Context: an optimization exercise on an open-source flow, tuned for small area, a short achievable clock period and few clock cycles. The choices shown serve that exercise and are no tape-out recipe.
Power and IR drop assume default switching activity.

==> flow/design.v <==
package sao_pkg;
  localparam int N_PIX     = 4;
  localparam int N_EO_TYPE = 4;
  localparam int DIFF_LEN  = 9;
  localparam int CNT_LEN   = 13;
  localparam int SUM_LEN   = 21;
  typedef enum logic [1:0] {EO_HOR, EO_VER, EO_135, EO_45} eo_type_e;
  localparam logic [2:0] SAO_CAT_NONE = 3'd0;
  localparam logic [2:0] SAO_CAT_1    = 3'd1;
  localparam logic [2:0] SAO_CAT_2    = 3'd2;
  localparam logic [2:0] SAO_CAT_3    = 3'd3;
  localparam logic [2:0] SAO_CAT_4    = 3'd4;
  typedef logic        [CNT_LEN-1:0] stat_cnt_t;
  typedef logic signed [SUM_LEN-1:0] stat_sum_t;
  typedef enum logic [1:0] {ST_IDLE, ST_ACC, ST_FLUSH, ST_DONE} acc_state_e;
endpackage
module sao_blk_cat_sum
#(
  parameter int diff_len = sao_pkg::DIFF_LEN,
  parameter int cnt_len  = sao_pkg::CNT_LEN,
  parameter int sum_len  = sao_pkg::SUM_LEN,
  parameter logic [10:0] seg = 11'b010_0100_1000   
) (
  input  logic                          clk,
  input  logic                          clr,       
  input  logic [3:0][5:0]               sel,       
  input  logic [diff_len-1:0]           d0, d1, d2, d3,
  input  logic [diff_len:0]             d01, d23,
  output logic [3:0][cnt_len-1:0]       cnt,
  output logic [3:0][sum_len-1:0]       sum
);
  localparam int PW  = diff_len + 1;        
  localparam int LW  = PW + 1;              
  localparam int HW  = sum_len - LW;        
  localparam int CLW = 3;                   
  localparam int CHW = cnt_len - CLW;       
  for (genvar c = 0; c < 4; c++) begin : g_bin
    logic [5:0]    sl;
    logic [PW-1:0] x, y;
    logic [LW-1:0] a, b;                    
    logic [LW-1:0] lo, u, s;
    logic [LW:0]   v, k;
    logic [LW-1:0] cr;                      
    logic          c11, v11;
    logic [HW-1:0] hi, hi_n;
    logic          inc, dec;
    assign sl = sel[c];
    for (genvar i = 0; i < PW; i++) begin : g_mux
      localparam int j = (i < diff_len) ? i : diff_len - 1;
      assign x[i] = (sl[0] & d0[j]) | (sl[1] & d1[j]) | (sl[2] & d01[i]);
      assign y[i] = (sl[3] & d2[j]) | (sl[4] & d3[j]) | (sl[5] & d23[i]);
    end
    assign a = {1'b1, ~x[PW-1], x[PW-2:0]};
    assign b = {1'b0, ~y[PW-1], y[PW-2:0]};
    assign v[0] = 1'b0;
    for (genvar i = 0; i < LW; i++) begin : g_csa
      assign u[i]   = lo[i] ^ a[i] ^ b[i];
      assign v[i+1] = (lo[i] & a[i]) | (lo[i] & b[i]) | (a[i] & b[i]);
    end
    assign k[0] = 1'b0;
    for (genvar i = 0; i < LW; i++) begin : g_cpa
      logic ki;
      if (seg[i]) begin : g_cut
        assign ki = cr[i];
      end else begin : g_chain
        assign ki = k[i];
      end
      assign s[i]   = u[i] ^ v[i] ^ ki;
      assign k[i+1] = (u[i] & v[i]) | (u[i] & ki) | (v[i] & ki);
    end
    always_ff @(posedge clk) begin
      for (int i = 0; i < LW; i++) begin
        lo[i] <= !clr && s[i];
        cr[i] <= !clr && seg[i] && k[i];
      end
      c11 <= clr || k[LW];
      v11 <= !clr && v[LW];
    end
    assign inc = c11 & v11;
    assign dec = ~c11 & ~v11;
    for (genvar i = 0; i < HW; i++) begin : g_hi
      if (i == 0) begin : g_b0
        assign hi_n[i] = hi[i] ^ (inc | dec);
      end else begin : g_bi
        assign hi_n[i] = hi[i] ^ ((inc & (&hi[i-1:0])) | (dec & ~(|hi[i-1:0])));
      end
    end
    always_ff @(posedge clk) begin
      hi <= clr ? '0 : hi_n;
    end
    assign sum[c] = {hi, lo};
    logic [CLW-1:0] clo, cs;
    logic [CHW-1:0] chi;
    logic           ce;
    logic           oa, ob, k1, k2, k3;
    assign oa    = sl[0] | sl[1];
    assign ob    = sl[3] | sl[4];
    assign cs[0] = clo[0] ^ oa ^ ob;
    assign k1    = (clo[0] & oa) | (clo[0] & ob) | (oa & ob);
    logic [1:0] b1;
    assign b1    = 2'(clo[1]) + 2'(sl[2]) + 2'(sl[5]) + 2'(k1);
    assign cs[1] = b1[0];
    assign k2    = b1[1];
    assign cs[2] = clo[2] ^ k2;
    assign k3    = clo[2] & k2;
    always_ff @(posedge clk) begin
      clo <= clr ? '0 : cs;
      ce  <= !clr && k3;
      chi <= clr ? '0 : chi + CHW'(ce);
    end
    assign cnt[c] = {chi, clo};
  end
endmodule
module sao_eo_stat_acc
#(
  parameter int n_pix     = sao_pkg::N_PIX,
  parameter int n_eo_type = sao_pkg::N_EO_TYPE,
  parameter int diff_len  = sao_pkg::DIFF_LEN,
  parameter int cnt_len   = sao_pkg::CNT_LEN,
  parameter int sum_len   = sao_pkg::SUM_LEN
) (
  input  logic                                  clk,
  input  logic                                  arst_n,
  input  logic                                  start,
  input  logic                                  in_valid,
  output logic                                  in_ready,
  input  logic                                  in_last,
  input  logic [n_eo_type-1:0][n_pix-1:0][2:0]  in_cat,
  input  logic [n_pix-1:0][diff_len-1:0]        in_diff,
  input  logic [n_eo_type-1:0][n_pix-1:0]       b_use,
  output logic                                  stat_valid,
  input  logic                                  stat_ready,
  output logic [n_eo_type-1:0][3:0][cnt_len-1:0] stat_cnt,
  output logic [n_eo_type-1:0][3:0][sum_len-1:0] stat_sum
);
  localparam logic [10:0] seg     = 11'b101_0101_0100;   
  localparam int          n_flush = 7;                   
  logic accept;
  logic [n_flush-1:0] fl;
  logic clr;
  logic [n_eo_type-1:0][3:0][5:0]       s1_sel;
  logic [n_pix-1:0][diff_len-1:0]       s1_d;
  logic [diff_len:0]                    s1_d01, s1_d23;
  assign accept = in_valid && in_ready && !start;
  always_ff @(posedge clk or negedge arst_n) begin
    if (!arst_n) begin
      in_ready   <= 1'b0;
      fl         <= '0;
      stat_valid <= 1'b0;
      clr        <= 1'b0;
    end else begin
      in_ready   <= start || (in_ready && !(accept && in_last));
      fl         <= start ? '0 : {fl[n_flush-2:0], accept && in_last};
      stat_valid <= !start && (fl[n_flush-1] || (stat_valid && !stat_ready));
      clr        <= start;
    end
  end
  for (genvar t = 0; t < n_eo_type; t++) begin : g_sel_t
    for (genvar c = 0; c < 4; c++) begin : g_sel_c
      logic [n_pix-1:0] m;
      for (genvar p = 0; p < n_pix; p++) begin : g_sel_p
        assign m[p] = b_use[t][p] && (in_cat[t][p] == sao_pkg::SAO_CAT_1 + 3'(c));
      end
      always_ff @(posedge clk)
        s1_sel[t][c] <= accept ? {m[2] & m[3], ~m[2] & m[3], m[2] & ~m[3],
                                  m[0] & m[1], ~m[0] & m[1], m[0] & ~m[1]} : 6'd0;
    end
  end
  always_ff @(posedge clk) begin
    s1_d   <= in_diff;
    s1_d01 <= {in_diff[0][diff_len-1], in_diff[0]} + {in_diff[1][diff_len-1], in_diff[1]};
    s1_d23 <= {in_diff[2][diff_len-1], in_diff[2]} + {in_diff[3][diff_len-1], in_diff[3]};
  end
  for (genvar t = 0; t < n_eo_type; t++) begin : g_type
    sao_blk_cat_sum #(
      .diff_len (diff_len),
      .cnt_len  (cnt_len),
      .sum_len  (sum_len),
      .seg      (seg)
    ) u_cat_sum (
      .clk  (clk),
      .clr  (clr),
      .sel  (s1_sel[t]),
      .d0   (s1_d[0]),
      .d1   (s1_d[1]),
      .d2   (s1_d[2]),
      .d3   (s1_d[3]),
      .d01  (s1_d01),
      .d23  (s1_d23),
      .cnt  (stat_cnt[t]),
      .sum  (stat_sum[t])
    );
  end
endmodule
export LEC_CHECK = 0
export CAP_MARGIN = 20
export CORE_MARGIN = 2
export CORE_UTILIZATION = 40
export SETUP_SLACK_MARGIN = 4.5
export SLEW_MARGIN = 20
create_clock -name core_clock -period 7.5 [get_ports {clk}]
run.sh (not shown) runs the stock make flow with config.mk's settings and CLKGATE_MAP_FILE= SYNTH_SCRIPT=/design/flow/synth_recipe.tcl, a recipe that flattens the netlist after the stock synthesis.
Change:
==> flow/flow/run.sh (new file) <==
#!/bin/bash
# The standard layout, with the port buffers that placement inserts made of the
# smallest buffer cell (every port still gets its own buffer).
set -euo pipefail
export BUFFER_PORTS_ARGS="-buffer_cell sky130_fd_sc_hd__buf_1"
bash standard.sh > standard.log 2>&1
==> flow/standard.sh (new file) <==
#!/bin/bash
# synth_recipe.tcl (not shown) runs the flow's synth.tcl, then flattens the netlist and writes it again
# the make line also repeats each setting of config.mk as NAME=value (left out here)
make -C /OpenROAD-flow-scripts/flow DESIGN_CONFIG=/design/flow/config.mk WORK_HOME=/design/flow/orfs CLKGATE_MAP_FILE= SYNTH_SCRIPT=/design/flow/synth_recipe.tcl "${@:-finish}"
--- a/flow/config.mk
+++ b/flow/config.mk
@@ -10,3 +10,3 @@
 export CORE_UTILIZATION = 40
-export SETUP_SLACK_MARGIN = 4.5
+export SETUP_SLACK_MARGIN = 5.0
 export SLEW_MARGIN = 20
removed: flow/run.sh
Outcome: Setup slack is better by 0.28 ns. Register-to-register slack gets better by 0.43 ns. Hold slack is better by 0.0086 ns. Wire length is higher by roughly a tenth. Clock power went up slightly. Design area climbs by about a fifth. Synthesized cell count is unchanged. Critical path depth is lower by 6. Sequential power came out lower by a few percent.
No run of this note included a check of the RTL's function; only the layout flow was run.

==> port drivers added, routing unchanged <==
Ports are ideal in the flow. The routed layouts listed here were re-timed in OpenROAD.
Step 1: set_driving_cell puts a clkbuf_16 on clk and a buf_2 on each other input, an assumption about the parent block.
Step 2 moves the port delays by t, midway between the first and last clock arrival at a register: inputs arrive t later, outputs are due t later. That takes back most of the time a late clock gives input paths.
Slacks: ideal / step 1 / step 2; pairs: ideal / step 1.
run	t (ns)	setup slack, ns	worst setup path at the end	worst data-port slew with drivers (ns)
the first run	0.732	4.518 / 4.472 / 3.938	input to register	0.12
the second run	0.737	4.794 / 4.728 / 4.377	input to register	0.15
After both steps setup and hold are still met in every run listed. For the first run, which loses most, drivers alone change the setup slack by -0.046 ns; drivers and shift together by -0.580 ns.
